Background: an optimization exercise with open tools, aiming at small area, a short achievable clock period and few clock cycles per item. Do not read the settings as production practice. At most, simulation tests tie the RTL to the original design; equivalence was not proved.

==> flow/design.v <==
package fft8_pkg;
  typedef logic signed [13-1:0] sample_t;
  typedef logic signed [16-1:0] result_t;
  typedef logic [3-1:0] index_t;
endpackage
`timescale 1ns/1ns
module sample_counter (
  input  logic              clk,
  input  logic              rst_n,
  input  logic              hold,
  output fft8_pkg::index_t  count,
  output fft8_pkg::index_t  count_up
);
  assign count_up = count + 1'b1;
  always_ff @(posedge clk or negedge rst_n) begin
    if (!rst_n) begin
      count <= '1;
    end else if (!hold) begin
      count <= count_up;
    end
  end
endmodule
`timescale 1ns/1ns
module frame_ctrl (
  input  logic             clk,
  input  logic             rst_n,
  input  logic             valid_in,
  input  fft8_pkg::index_t count,
  output logic             hold,
  output logic             ready,
  output logic             valid_out
);
  logic ready_q;
  logic act_q;     
  logic mid_q;     
  logic busy;
  logic accept;
  assign ready  = ready_q;
  assign accept = ready_q && valid_in;
  assign busy   = act_q || mid_q || valid_out;
  assign hold   = ready_q && !valid_in && !busy;
  always_ff @(posedge clk or negedge rst_n) begin
    if (!rst_n) begin
      ready_q   <= 1'b1;
      act_q     <= 1'b0;
      mid_q     <= 1'b0;
      valid_out <= 1'b0;
    end else begin
      ready_q <= (count == 3'd6) || hold;
      act_q   <= accept || (act_q && (count != 3'd7));
      if (count == 3'd4) begin
        mid_q     <= act_q;
        valid_out <= mid_q;
      end
    end
  end
endmodule
`timescale 1ns/1ns
module bk_add #(
  parameter int W = 16
) (
  input  logic [W-1:0] a,
  input  logic [W-1:0] b,
  input  logic         ci,
  output logic [W-1:0] s
);
  logic [W-1:0] g, p, gg, pp;
  always_comb begin
    g  = a & b;
    p  = a ^ b;
    gg = g;
    pp = p;
    gg[0] = g[0] | (p[0] & ci);
    for (int l = 0; (1 << l) < W; l++) begin
      for (int i = 0; i < W; i++) begin
        if ((i >> l) & 1) begin
          gg[i] = gg[i] | (pp[i] & gg[((i >> l) << l) - 1]);
          pp[i] = pp[i] & pp[((i >> l) << l) - 1];
        end
      end
    end
    s = p ^ {gg[W-2:0], ci};
  end
endmodule
module sdf_stage1 (
  input  logic                      clk,
  input  fft8_pkg::index_t          count_up,
  input  logic signed [13-1:0] in_re,
  input  logic signed [13-1:0] in_im,
  output logic signed [13:0]   out_re,
  output logic signed [13:0]   out_im
);
  localparam int W  = 13 + 1;
  localparam int W1 = W + 1;
  localparam int W2 = W + 2;
  localparam int W3 = W + 3;
  logic signed [13-1:0] b_re, b_im;
  logic signed [W-1:0]       dl_re [4];
  logic signed [W-1:0]       dl_im [4];
  logic signed [W-1:0]       a_re, a_im, bw_re, bw_im;
  logic [W-1:0]              sum_re, sum_im, dif_re, dif_im;
  logic [W-1:0]              e0, e1;
  logic                      bfly, swap, cin_n, odd, inj;
  logic [W:0]                st_s, st_t;
  logic signed [W:0]         sa_q;
  logic signed [W+3:0]       f_d, f_q;
  logic [W+2:0]              m_d;
  always_ff @(posedge clk) begin
    bfly  <= count_up[2];
    swap  <= count_up[1];
    cin_n <= !count_up[1];
    odd   <= count_up[0];
    inj   <= !count_up[2] && !count_up[0];
  end
  assign a_re  = dl_re[3];
  assign a_im  = dl_im[3];
  assign bw_re = W'(b_re);
  assign bw_im = W'(b_im);
  bk_add #(W) u_sum_re (.a(a_re), .b(bw_re), .ci(1'b0), .s(sum_re));
  bk_add #(W) u_sum_im (.a(a_im), .b(bw_im), .ci(1'b0), .s(sum_im));
  bk_add #(W) u_dif_re (.a(a_re), .b(~bw_re), .ci(cin_n), .s(dif_re));
  bk_add #(W) u_dif_im (.a(a_im), .b(~bw_im), .ci(1'b1), .s(dif_im));
  assign e0 = swap ? dif_im : dif_re;
  assign e1 = swap ? ~dif_re : dif_im;
  bk_add #(W+1) u_s (.a(W1'(dl_re[0])), .b(W1'(dl_im[0])), .ci(1'b0), .s(st_s));
  bk_add #(W+1) u_t (.a(~(W1'(dl_re[1]))), .b(W1'(dl_im[1])), .ci(1'b1), .s(st_t));
  assign f_d[1:0] = sa_q[1:0];
  bk_add #(W+2) u_x5 (.a(W2'(sa_q >>> 2)), .b(W2'(sa_q)), .ci(1'b0), .s(f_d[W+3:2]));
  bk_add #(W+3) u_x9 (.a(W3'(f_q >>> 3)), .b(W3'(f_q)), .ci(1'b0), .s(m_d));
  always_ff @(posedge clk) begin
    b_re     <= in_re;
    b_im     <= in_im;
    dl_re[0] <= bfly ? e0 : bw_re;
    dl_im[0] <= bfly ? e1 : bw_im;
    for (int i = 1; i < 3; i++) begin
      dl_re[i] <= dl_re[i-1];
      dl_im[i] <= dl_im[i-1];
    end
    dl_re[3] <= inj ? m_d[W+2:3] : dl_re[2];
    dl_im[3] <= dl_im[2];
    sa_q     <= odd ? st_t : st_s;
    f_q      <= f_d;
    out_re   <= bfly ? sum_re : a_re;
    if (bfly) begin
      out_im <= sum_im;
    end else if (odd) begin
      out_im <= m_d[W+2:3];
    end else begin
      out_im <= a_im;
    end
  end
endmodule
module sdf_stage2 (
  input  logic                      clk,
  input  fft8_pkg::index_t          count_up,
  input  logic signed [13:0]   in_re,
  input  logic signed [13:0]   in_im,
  output logic signed [13+1:0] out_re,
  output logic signed [13+1:0] out_im
);
  localparam int W = 13 + 2;
  logic signed [W-1:0] dl_re [2];
  logic signed [W-1:0] dl_im [2];
  logic signed [W-1:0] a_re, a_im, b_re, b_im;
  logic [W-1:0]        sum_re, sum_im, dif_re, dif_im;
  logic                bfly, swap, cin_n;
  always_ff @(posedge clk) begin
    bfly  <= (count_up[1] == count_up[0]);
    swap  <= (count_up[1:0] == 2'd0);
    cin_n <= (count_up[1:0] != 2'd0);
  end
  assign a_re = dl_re[1];
  assign a_im = dl_im[1];
  assign b_re = W'(in_re);
  assign b_im = W'(in_im);
  bk_add #(W) u_sum_re (.a(a_re), .b(b_re), .ci(1'b0), .s(sum_re));
  bk_add #(W) u_sum_im (.a(a_im), .b(b_im), .ci(1'b0), .s(sum_im));
  bk_add #(W) u_dif_re (.a(a_re), .b(~b_re), .ci(cin_n), .s(dif_re));
  bk_add #(W) u_dif_im (.a(a_im), .b(~b_im), .ci(1'b1), .s(dif_im));
  always_ff @(posedge clk) begin
    if (bfly) begin
      dl_re[0] <= swap ? dif_im : dif_re;
      dl_im[0] <= swap ? ~dif_re : dif_im;
      out_re   <= sum_re;
      out_im   <= sum_im;
    end else begin
      dl_re[0] <= b_re;
      dl_im[0] <= b_im;
      out_re   <= a_re;
      out_im   <= a_im;
    end
    dl_re[1] <= dl_re[0];
    dl_im[1] <= dl_im[0];
  end
endmodule
module sdf_stage3 (
  input  logic                      clk,
  input  fft8_pkg::index_t          count_up,
  input  logic signed [13+1:0] in_re,
  input  logic signed [13+1:0] in_im,
  output fft8_pkg::result_t         out_re,
  output fft8_pkg::result_t         out_im
);
  localparam int W = 16;
  logic signed [W-1:0] dl_re, dl_im;
  logic signed [W-1:0] b_re, b_im;
  logic [W-1:0]        sum_re, sum_im, dif_re, dif_im;
  logic                pass;
  always_ff @(posedge clk) begin
    pass <= !count_up[0];
  end
  assign b_re = W'(in_re);
  assign b_im = W'(in_im);
  bk_add #(W) u_sum_re (.a(dl_re), .b(b_re), .ci(1'b0), .s(sum_re));
  bk_add #(W) u_sum_im (.a(dl_im), .b(b_im), .ci(1'b0), .s(sum_im));
  bk_add #(W) u_dif_re (.a(dl_re), .b(~b_re), .ci(1'b1), .s(dif_re));
  bk_add #(W) u_dif_im (.a(dl_im), .b(~b_im), .ci(1'b1), .s(dif_im));
  assign out_re = pass ? dl_re : sum_re;
  assign out_im = pass ? dl_im : sum_im;
  always_ff @(posedge clk) begin
    dl_re <= pass ? b_re : dif_re;
    dl_im <= pass ? b_im : dif_im;
  end
endmodule
`timescale 1ns/1ns
module reorder_buffer (
  input  logic              clk,
  input  fft8_pkg::index_t  count_up,
  input  fft8_pkg::result_t wr_re,
  input  fft8_pkg::result_t wr_im,
  output fft8_pkg::result_t rd_re,
  output fft8_pkg::result_t rd_im
);
  fft8_pkg::result_t line_re [3];
  fft8_pkg::result_t line_im [3];
  logic              direct;
  always_ff @(posedge clk) begin
    direct <= count_up[2] && count_up[0];
  end
  always_ff @(posedge clk) begin
    line_re[0] <= direct ? line_re[2] : wr_re;
    line_im[0] <= direct ? line_im[2] : wr_im;
    line_re[1] <= line_re[0];
    line_im[1] <= line_im[0];
    line_re[2] <= line_re[1];
    line_im[2] <= line_im[1];
    rd_re      <= direct ? wr_re : line_re[2];
    rd_im      <= direct ? wr_im : line_im[2];
  end
endmodule
`timescale 1ns/1ns
module fft8_top (
  input  logic              clk,
  input  logic              rst_n,
  input  logic              valid_in,
  input  fft8_pkg::sample_t data_in_re,
  input  fft8_pkg::sample_t data_in_im,
  output logic              ready,
  output logic              valid_out,
  output fft8_pkg::result_t data_out_re,
  output fft8_pkg::result_t data_out_im
);
  fft8_pkg::index_t          count;
  fft8_pkg::index_t          count_up;
  logic                      hold;
  logic signed [13:0]   s1_re, s1_im;
  logic signed [13+1:0] s2_re, s2_im;
  fft8_pkg::result_t         s3_re, s3_im;
  sample_counter u_counter (
    .clk   (clk),
    .rst_n (rst_n),
    .hold  (hold),
    .count    (count),
    .count_up (count_up)
  );
  frame_ctrl u_ctrl (
    .clk       (clk),
    .rst_n     (rst_n),
    .valid_in  (valid_in),
    .count     (count),
    .hold      (hold),
    .ready     (ready),
    .valid_out (valid_out)
  );
  sdf_stage1 u_stage1 (
    .clk      (clk),
    .count_up (count_up),
    .in_re  (data_in_re),
    .in_im  (data_in_im),
    .out_re (s1_re),
    .out_im (s1_im)
  );
  sdf_stage2 u_stage2 (
    .clk      (clk),
    .count_up (count_up),
    .in_re  (s1_re),
    .in_im  (s1_im),
    .out_re (s2_re),
    .out_im (s2_im)
  );
  sdf_stage3 u_stage3 (
    .clk      (clk),
    .count_up (count_up),
    .in_re  (s2_re),
    .in_im  (s2_im),
    .out_re (s3_re),
    .out_im (s3_im)
  );
  reorder_buffer u_reorder (
    .clk      (clk),
    .count_up (count_up),
    .wr_re (s3_re),
    .wr_im (s3_im),
    .rd_re (data_out_re),
    .rd_im (data_out_im)
  );
endmodule
clock: 8.0 ns
lec_check: 0
cap_margin: 20
core_margin: 2
core_utilization: 65
setup_slack_margin: 5.0
slew_margin: 20
run.sh (not shown) runs the stock make flow with config.mk's settings and CLKGATE_MAP_FILE= SYNTH_SCRIPT=/design/flow/synth_recipe.tcl, a recipe that flattens the netlist after the stock synthesis.
Rerun with:
--- a/flow/design.v
+++ b/flow/design.v
@@ -30,24 +30,27 @@
   output logic             ready,
   output logic             valid_out
 );
   logic ready_q;
+  logic wait_q;    
   logic act_q;     
   logic mid_q;     
   logic busy;
   logic accept;
-  assign ready  = ready_q;
+  assign ready  = !wait_q;
   assign accept = ready_q && valid_in;
   assign busy   = act_q || mid_q || valid_out;
   assign hold   = ready_q && !valid_in && !busy;
   always_ff @(posedge clk or negedge rst_n) begin
     if (!rst_n) begin
       ready_q   <= 1'b1;
+      wait_q    <= 1'b0;
       act_q     <= 1'b0;
       mid_q     <= 1'b0;
       valid_out <= 1'b0;
     end else begin
       ready_q <= (count == 3'd6) || hold;
+      wait_q  <= !((count == 3'd6) || hold);
       act_q   <= accept || (act_q && (count != 3'd7));
       if (count == 3'd4) begin
         mid_q     <= act_q;
         valid_out <= mid_q;
@@ -56,31 +59,43 @@
   end
 endmodule
 `timescale 1ns/1ns
 module bk_add #(
-  parameter int W = 16
+  parameter int W       = 16,
+  parameter bit CI_LATE = 1'b0
 ) (
   input  logic [W-1:0] a,
   input  logic [W-1:0] b,
   input  logic         ci,
   output logic [W-1:0] s
 );
-  logic [W-1:0] g, p, gg, pp;
+  localparam int LO = CI_LATE ? 0 : 1;
+  logic [W-1:0] g, p, gg, pp, c;
   always_comb begin
     g  = a & b;
     p  = a ^ b;
     gg = g;
     pp = p;
-    gg[0] = g[0] | (p[0] & ci);
-    for (int l = 0; (1 << l) < W; l++) begin
-      for (int i = 0; i < W; i++) begin
-        if ((i >> l) & 1) begin
-          gg[i] = gg[i] | (pp[i] & gg[((i >> l) << l) - 1]);
-          pp[i] = pp[i] & pp[((i >> l) << l) - 1];
+    for (int l = 0; (1 << l) < W - LO; l++) begin
+      for (int i = LO; i < W; i++) begin
+        if (((i - LO) >> l) & 1) begin
+          gg[i] = gg[i] | (pp[i] & gg[(((i - LO) >> l) << l) + LO - 1]);
+          pp[i] = pp[i] & pp[(((i - LO) >> l) << l) + LO - 1];
         end
       end
     end
-    s = p ^ {gg[W-2:0], ci};
+    c[0] = ci;
+    if (CI_LATE) begin
+      for (int i = 1; i < W; i++) begin
+        c[i] = gg[i-1] | (pp[i-1] & ci);
+      end
+    end else begin
+      c[1] = g[0] | (p[0] & ci);
+      for (int i = 2; i < W; i++) begin
+        c[i] = gg[i-1] | (pp[i-1] & c[1]);
+      end
+    end
+    s = p ^ c;
   end
 endmodule
 module sdf_stage1 (
   input  logic                      clk,
@@ -117,9 +132,9 @@
   assign bw_re = W'(b_re);
   assign bw_im = W'(b_im);
   bk_add #(W) u_sum_re (.a(a_re), .b(bw_re), .ci(1'b0), .s(sum_re));
   bk_add #(W) u_sum_im (.a(a_im), .b(bw_im), .ci(1'b0), .s(sum_im));
-  bk_add #(W) u_dif_re (.a(a_re), .b(~bw_re), .ci(cin_n), .s(dif_re));
+  bk_add #(W, 1'b1) u_dif_re (.a(a_re), .b(~bw_re), .ci(cin_n), .s(dif_re));
   bk_add #(W) u_dif_im (.a(a_im), .b(~bw_im), .ci(1'b1), .s(dif_im));
   assign e0 = swap ? dif_im : dif_re;
   assign e1 = swap ? ~dif_re : dif_im;
   bk_add #(W+1) u_s (.a(W1'(dl_re[0])), .b(W1'(dl_im[0])), .ci(1'b0), .s(st_s));
@@ -174,9 +189,9 @@
   assign b_re = W'(in_re);
   assign b_im = W'(in_im);
   bk_add #(W) u_sum_re (.a(a_re), .b(b_re), .ci(1'b0), .s(sum_re));
   bk_add #(W) u_sum_im (.a(a_im), .b(b_im), .ci(1'b0), .s(sum_im));
-  bk_add #(W) u_dif_re (.a(a_re), .b(~b_re), .ci(cin_n), .s(dif_re));
+  bk_add #(W, 1'b1) u_dif_re (.a(a_re), .b(~b_re), .ci(cin_n), .s(dif_re));
   bk_add #(W) u_dif_im (.a(a_im), .b(~b_im), .ci(1'b1), .s(dif_im));
   always_ff @(posedge clk) begin
     if (bfly) begin
       dl_re[0] <= swap ? dif_im : dif_re;
What happened:
- The new run ran to the end with no violations
- sequential share of layout area increases by 1.0 points
- via count drops slightly
- first-iteration DRC count came out lower by roughly a tenth
- setup slack is better by 280 ps
- core utilization falls by 1.4 points
- clock-buffer cell count climbs by 5
- die area drops slightly
Testbench counts after the change, summed over its fixed seeds: cycles 4,200, frames 512.
Function not checked in the first run of this note: the RTL went through the layout flow alone.

==> afterwards: timing with drivers on the ports <==
In the flow no input, the clock included, has a driving cell. The finished layouts below were timed again as built, in two steps. Step 1 sets driving cells, clkbuf_16 on the clock port and buf_2 on the other inputs (assumed; they add their load-dependent delay and slew). Step 2 adds t to the input delays and takes it off the output delays; t is the mean of the earliest and latest rising clock arrival at the registers after step 1. Input paths then give back, and output paths get back, about the clock's delay inside the block. a / b / c = ideal / step 1 / step 2; a / b = the first two.
| run | t (ns) | slack for setup (ns) | hold slack, ns | worst setup path after step 2 | worst slew at a driven data input, ns |
|---|---|---|---|---|---|
| the first run | 0.624 | 4.850 / 4.850 / 4.850 | 0.317 / 0.317 / 0.317 | register to register | 0.03 |
| the second run | 0.628 | 5.129 / 5.096 / 5.126 | 0.313 / 0.313 / 0.313 | input to register | 0.04 |
After both steps setup and hold are still met in every run listed. For the second run, which loses most, drivers alone change the setup slack by -0.033 ns; drivers and shift together by -0.003 ns.
